What follows belongs to an exercise in optimizing a design on an open flow for small area and a short achievable clock period; a production flow would make more cautious choices.
Where RTL was checked, it was by simulation tests only, not by an equivalence proof against the original.
Power figures rest on the tool's default switching activity, not on a simulated workload.

==> inputs of v36 <==
## pe_with_buffers
module pe_with_buffers (
    input  logic        clk,
    input  logic        rst_n,
    input  logic        cyc,
    input  logic        stb,
    input  logic        we,
    input  logic [2:0]  adr,
    input  logic [31:0] dat_w,
    output logic [31:0] dat_r,
    output logic        ack,
    output logic        m_valid,
    output logic [24:0] m_beat,
    output logic        pe_ready,
    output logic        pe_idle
);
    localparam logic [3:0] S_RESET         = 4'd0;
    localparam logic [3:0] S_IDLE          = 4'd1;
    localparam logic [3:0] S_LOAD          = 4'd2;
    localparam logic [3:0] S_READY         = 4'd3;
    localparam logic [3:0] S_WAIT_MID      = 4'd4;
    localparam logic [3:0] S_WRITE_MID     = 4'd5;
    localparam logic [3:0] S_WAIT_LAST     = 4'd6;
    localparam logic [3:0] S_WRITE_LAST    = 4'd7;
    localparam logic [3:0] S_RST_CNT       = 4'd8;
    localparam logic [3:0] S_IDLE_LC       = 4'd9;
    localparam logic [3:0] S_READY_LC      = 4'd10;
    localparam logic [3:0] S_WAIT_MID_LC   = 4'd11;
    localparam logic [3:0] S_WRITE_MID_LC  = 4'd12;
    localparam logic [3:0] S_WAIT_LAST_LC  = 4'd13;
    localparam logic [3:0] S_WRITE_LAST_LC = 4'd14;
    localparam logic [3:0] S_RST_CNT_LC    = 4'd15;
    logic [3:0]  state, state_d;
    logic        first_chan, last_chan, ready_flag;
    logic [23:0] kernel;
    logic [23:0] bias;
    logic [23:0] kern_q;
    logic [1:0]  win_cnt;
  ...
make LEC_CHECK=0 CAP_MARGIN=20 CORE_MARGIN=2 CORE_UTILIZATION=40 PLACE_DENSITY=0.6 SETUP_SLACK_MARGIN=5 SLEW_MARGIN=20 finish   # period 10.0 ns
run.sh (not shown) runs the stock make flow with config.mk's settings and CLKGATE_MAP_FILE= SYNTH_SCRIPT=/design/flow/synth_recipe.tcl, a recipe that flattens the netlist after the stock synthesis.
==> v37 (differences from v36) <==
--- a/flow/design.v
+++ b/flow/design.v
@@ -53,10 +53,12 @@
     assign is_cmd      = wr_acc && (adr == 3'd3);
     assign load_kernel = is_cmd && dat_w[0];
     assign mid_row     = is_cmd && dat_w[1];
     assign last_row    = is_cmd && dat_w[2];
     assign pixel_valid = accept && is_pixel;
+    logic first_chan_d;
+    assign first_chan_d = !rst_n ? 1'b0 : (wr_acc && adr == 3'd2) ? dat_w[0] : first_chan;
     always_ff @(posedge clk) begin
         if (!rst_n) begin
             ack        <= 1'b0;
             first_chan <= 1'b0;
             last_chan  <= 1'b0;
@@ -66,12 +68,12 @@
             if (load_kernel) begin
                 ready_flag <= 1'b0;
             end else if (pe_ready) begin
                 ready_flag <= 1'b1;
             end
+            first_chan <= first_chan_d;
             if (wr_acc && adr == 3'd2) begin
-                first_chan <= dat_w[0];
                 last_chan  <= dat_w[1];
             end
         end
     end
     logic [23:0] wdat_q;
@@ -154,10 +156,11 @@
                          (state == S_WAIT_MID_LC) || (state == S_WAIT_LAST_LC);
     assign wr_kernel   = (state == S_LOAD);
     assign cnt_rst     = (state == S_RESET) || (state == S_RST_CNT) || (state == S_RST_CNT_LC);
     assign in_lc_write = (state == S_WRITE_MID_LC) || (state == S_WRITE_LAST_LC);
     localparam logic [23:0] PROD_OFS = 24'd43520;
+    localparam logic [17:0] M0_OFS   = 18'd130560;    
     function automatic logic [11:0] booth_enc(input logic [7:0] x);
         logic [8:0] xe;
         xe = {x, 1'b0};
         for (int i = 0; i < 4; i++) begin
             booth_enc[3*i]   = xe[2*i+1] ^ xe[2*i];
@@ -189,17 +192,16 @@
         c2 = ((s1 & c1) | (s1 & r3) | (c1 & r3)) << 1;
         booth_rows = {c2, s2};
     endfunction
     logic        win_full;
     logic [11:0] dig_in;      
-    logic [11:0] dig_q;       
-    logic [11:0] pdig_q;      
+    logic [11:0] sdig_q;      
     logic        pv_q;        
     logic        pv_q2;       
     logic [16:0] ps_q, pc_q;  
     logic [16:0] m1_q;        
-    logic [16:0] m0_q;        
+    logic [17:0] m0_q;        
     logic [16:0] n0_q;        
     logic [23:0] sum_q;       
     assign win_full = (win_cnt == 2'd2);
     logic [26:0] kneg_q;
     always_ff @(posedge clk) begin
@@ -233,82 +235,100 @@
     logic [33:0] rows_in;
     assign dig_in  = booth_enc(dat_w[7:0]);
     assign rows_in = booth_rows(dig_in, w2p, w2n);
     logic [33:0] rows_sh;
     logic [16:0] prod_sh;
-    logic [11:0] dig_sh;
     logic [9:0]  wp_sh, wn_sh;
-    assign dig_sh  = pv_q ? dig_q : pdig_q;
-    assign wp_sh   = pv_q ? w1p : w0p;
-    assign wn_sh   = pv_q ? w1n : w0n;
-    assign rows_sh = booth_rows(dig_sh, wp_sh, wn_sh);
+    assign rows_sh = booth_rows(sdig_q, wp_sh, wn_sh);
     assign prod_sh = rows_sh[16:0] + rows_sh[33:17];
     always_ff @(posedge clk) begin
-        dig_q <= dig_in;
         ps_q  <= rows_in[16:0];
         pc_q  <= rows_in[33:17];
         pv_q  <= pixel_valid;
         pv_q2 <= pv_q;
+        if (pixel_valid) begin
+            sdig_q <= dig_in;
+        end
+        wp_sh <= pixel_valid ? w1p : w0p;
+        wn_sh <= pixel_valid ? w1n : w0n;
         if (pv_q) begin
-            pdig_q <= dig_q;
-            m1_q   <= prod_sh;
-            m0_q   <= n0_q;
+            m1_q <= prod_sh;
+            m0_q <= {1'b0, n0_q} - M0_OFS;
         end
         if (pv_q2) begin
             n0_q <= prod_sh;
         end
     end
     logic [23:0] ring [4][8];
     logic [2:0]  rot  [4];
-    logic [23:0] head;
     logic [23:0] base;
     logic [23:0] wr_data;
-    assign head = ring[wr_addr[4:3]][0];
-    assign base = first_chan ? bias : head;
-    logic [23:0] sa, sb, sc, sd;
-    localparam logic [23:0] SUM_K = 24'd0 - 3 * PROD_OFS;
+    logic [4:0]  wr_addr_d;
+    logic [2:0]  rot_d [4];
+    logic [3:0]  wr_row, shift_row, mis_d;
+    logic [4:0]  bsel_q;      
+    always_comb begin
+        if (!rst_n || cnt_rst) begin
+            wr_addr_d = '0;
+        end else if (out_valid) begin
+            wr_addr_d = wr_addr + 1'b1;
+        end else begin
+            wr_addr_d = wr_addr;
+        end
+    end
+    for (genvar r = 0; r < 4; r++) begin : g_rot
+        assign wr_row[r]    = out_valid && (wr_addr[4:3] == r);
+        assign shift_row[r] = wr_row[r] ||
+                              (rot[r] != ((wr_addr[4:3] == r) ? wr_addr[2:0] : 3'd0));
+        assign rot_d[r]     = rot[r] + {2'd0, shift_row[r]};
+        assign mis_d[r]     = rot_d[r] != ((wr_addr_d[4:3] == r) ? wr_addr_d[2:0] : 3'd0);
+    end
+    always_ff @(posedge clk) begin
+        if (mis_d[0])          bsel_q <= 5'b00001;
+        else if (mis_d[1])     bsel_q <= 5'b00010;
+        else if (mis_d[2])     bsel_q <= 5'b00100;
+        else if (mis_d[3])     bsel_q <= 5'b01000;
+        else if (first_chan_d) bsel_q <= 5'b10000;
+        else                   bsel_q <= {1'b0, 4'b0001 << wr_addr_d[4:3]};
+    end
+    assign base = ({24{bsel_q[0]}} & ring[0][0]) | ({24{bsel_q[1]}} & ring[1][0]) |
+                  ({24{bsel_q[2]}} & ring[2][0]) | ({24{bsel_q[3]}} & ring[3][0]) |
+                  ({24{bsel_q[4]}} & bias);
+    logic [23:0] sc, sd, m0x;
+    assign m0x = {{6{m0_q[17]}}, m0_q};
     always_comb begin
-        sa = base ^ {7'd0, m1_q} ^ {7'd0, m0_q};
-        sb = ((base & {7'd0, m1_q}) | (base & {7'd0, m0_q}) | ({7'd0, m1_q} & {7'd0, m0_q})) << 1;
-        sc = sa ^ sb ^ SUM_K;
-        sd = ((sa & sb) | (sa & SUM_K) | (sb & SUM_K)) << 1;
+        sc = base ^ {7'd0, m1_q} ^ m0x;
+        sd = ((base & {7'd0, m1_q}) | (base & m0x) | ({7'd0, m1_q} & m0x)) << 1;
     end
     always_ff @(posedge clk) begin
         sum_q <= sc + sd;
     end
     logic [23:0] oa, ob;
     always_comb begin
         oa = sum_q ^ {7'd0, ps_q} ^ {7'd0, pc_q};
         ob = ((sum_q & {7'd0, ps_q}) | (sum_q & {7'd0, pc_q}) | ({7'd0, ps_q} & {7'd0, pc_q})) << 1;
     end
     assign wr_data = oa + ob;
+    logic [23:0] ring_in;
+    assign ring_in = out_valid ? wr_data : base;
     for (genvar r = 0; r < 4; r++) begin : g_row
-        logic       wr_r, shift_r;
-        logic [2:0] home;
-        assign home    = (wr_addr[4:3] == r) ? wr_addr[2:0] : 3'd0;
-        assign wr_r    = out_valid && (wr_addr[4:3] == r);
-        assign shift_r = wr_r || (rot[r] != home);
         always_ff @(posedge clk) begin
-            if (shift_r) begin
+            if (shift_row[r]) begin
                 for (int s = 0; s < 7; s++) ring[r][s] <= ring[r][s+1];
-                ring[r][7] <= wr_r ? wr_data : ring[r][0];
-                rot[r]     <= rot[r] + 3'd1;
+                ring[r][7] <= ring_in;
             end
+            rot[r] <= rot_d[r];
         end
     end
     always_ff @(posedge clk) begin
         if (!rst_n) begin
             wr_addr  <= '0;
             row_done <= 1'b0;
             m_valid  <= 1'b0;
         end else begin
             m_valid <= out_valid && in_lc_write;
-            if (cnt_rst) begin
-                wr_addr <= '0;
-            end else if (out_valid) begin
-                wr_addr <= wr_addr + 1'b1;
-            end
+            wr_addr <= wr_addr_d;
             if (row_start) begin
                 row_done <= 1'b0;
             end else if (out_valid && wr_addr[2:0] == 3'd7) begin
                 row_done <= 1'b1;
             end
==> flow/flow/run.sh (new file) <==
#!/bin/bash
# The standard layout (standard.sh, unchanged synthesis), with timing repair
# aimed below the clock period and plain buffers on the ports.
set -euo pipefail
cd "$(dirname "${BASH_SOURCE[0]}")/.."
bash standard.sh SETUP_SLACK_MARGIN=6.7 TNS_END_PERCENT=100 \
    "BUFFER_PORTS_ARGS=-buffer_cell sky130_fd_sc_hd__buf_2" finish > flow_make.log 2>&1
==> flow/standard.sh (new file) <==
#!/bin/bash
# synth_recipe.tcl (not shown) runs the flow's synth.tcl, then flattens the netlist and writes it again
# the make line also repeats each setting of config.mk as NAME=value (left out here)
make -C /OpenROAD-flow-scripts/flow DESIGN_CONFIG=/design/flow/config.mk WORK_HOME=/design/flow/orfs CLKGATE_MAP_FILE= SYNTH_SCRIPT=/design/flow/synth_recipe.tcl "${@:-finish}"
CORE_UTILIZATION = 60   (was 40)
PLACE_DENSITY = 0.72   (was 0.6)
SETUP_SLACK_MARGIN = default   (was 5)
removed: flow/run.sh
==> v32 (differences from v36) <==
--- a/flow/design.v
+++ b/flow/design.v
@@ -199,18 +199,12 @@
     logic [16:0] m1_q;        
     logic [16:0] m0_q;        
     logic [16:0] n0_q;        
     logic [23:0] sum_q;       
     assign win_full = (win_cnt == 2'd2);
-    logic [26:0] kneg_q;
     always_ff @(posedge clk) begin
-        if (wr_kernel) begin
-            kern_q <= kernel;
-            kneg_q <= {9'd0 - {kernel[23], kernel[23:16]},
-                       9'd0 - {kernel[15], kernel[15:8]},
-                       9'd0 - {kernel[7], kernel[7:0]}};
-        end
+        if (wr_kernel) kern_q <= kernel;
     end
     always_ff @(posedge clk) begin
         if (!rst_n) begin
             win_cnt   <= '0;
             out_valid <= 1'b0;
@@ -225,24 +219,19 @@
     end
     logic [9:0] w0p, w1p, w2p, w0n, w1n, w2n;
     assign w0p = {{2{kern_q[7]}},  kern_q[7:0]};
     assign w1p = {{2{kern_q[15]}}, kern_q[15:8]};
     assign w2p = {{2{kern_q[23]}}, kern_q[23:16]};
-    assign w0n = {kneg_q[8],  kneg_q[8:0]};
-    assign w1n = {kneg_q[17], kneg_q[17:9]};
-    assign w2n = {kneg_q[26], kneg_q[26:18]};
+    assign w0n = 10'd0 - w0p;
+    assign w1n = 10'd0 - w1p;
+    assign w2n = 10'd0 - w2p;
     logic [33:0] rows_in;
     assign dig_in  = booth_enc(dat_w[7:0]);
     assign rows_in = booth_rows(dig_in, w2p, w2n);
     logic [33:0] rows_sh;
     logic [16:0] prod_sh;
-    logic [11:0] dig_sh;
-    logic [9:0]  wp_sh, wn_sh;
-    assign dig_sh  = pv_q ? dig_q : pdig_q;
-    assign wp_sh   = pv_q ? w1p : w0p;
-    assign wn_sh   = pv_q ? w1n : w0n;
-    assign rows_sh = booth_rows(dig_sh, wp_sh, wn_sh);
+    assign rows_sh = pv_q ? booth_rows(dig_q, w1p, w1n) : booth_rows(pdig_q, w0p, w0n);
     assign prod_sh = rows_sh[16:0] + rows_sh[33:17];
     always_ff @(posedge clk) begin
         dig_q <= dig_in;
         ps_q  <= rows_in[16:0];
         pc_q  <= rows_in[33:17];
ABC_CLOCK_PERIOD_IN_PS = 3000   (was default)
CORE_UTILIZATION = 65   (was 40)
PLACE_DENSITY = 0.75   (was 0.6)
==> run summary <==
- v32 finished clean. v37 ran to the end with no violations. v36 produced a clean layout.
- Against v32, the global-route usage of v36 is lower by 13 points.
- Register-to-register slack: v36 is worse than v37 (0.82 ns).
- Final area: v36 > v37 > v32.
- The lowest count of clock-buffer cells in the layout belongs to v32, the highest to v36.
- The highest sequential power belongs to v37, the lowest to v32.
- The lowest flip-flop and latch count belongs to v32, the highest to v37.
- The lowest clock power belongs to v37, the highest to v36.
- Worst setup slack, highest first: v37, v36, v32.
- Between v37 and v36, the lower non-clock buffer count is in v36 (gap 63).
- Core utilization: v36 < v37 < v32.
- Against v36, the synthesized cell count of v32 is larger by about 8%.
Function not checked in v37 and v32: the RTL went through the layout flow alone.

static timing again, ports no longer ideal:
How much do the figures lean on ideal ports? The routed layouts below were timed once more, with nothing changed but the port constraints. Step 1 (the two cells are an assumption about what drives the block):
set clk [get_ports {clk}]
set_driving_cell -lib_cell sky130_fd_sc_hd__clkbuf_16 $clk
set_driving_cell -lib_cell sky130_fd_sc_hd__buf_2 [delete_from_list [all_inputs] $clk]
Step 2 also shifts input and output timing later by t, the mid clock arrival at the registers, as if the neighbouring blocks saw the same clock. Three values: ideal ports, drivers, drivers and shift; two values: the first two.
run | shift t [ns] | slack for setup (ns) | worst setup path at the end
v36 | 0.760 | 5.137 / 5.137 / 4.989 | input to register
v37 | 0.728 | 5.956 / 5.956 / 5.655 | input to register
v32 | 0.725 | 4.976 / 4.976 / 4.594 | input to register
After both steps every run listed still meets setup and hold. The setup slack of v32, which loses most, moves by 0.000 ns with the drivers and by -0.382 ns with both steps.
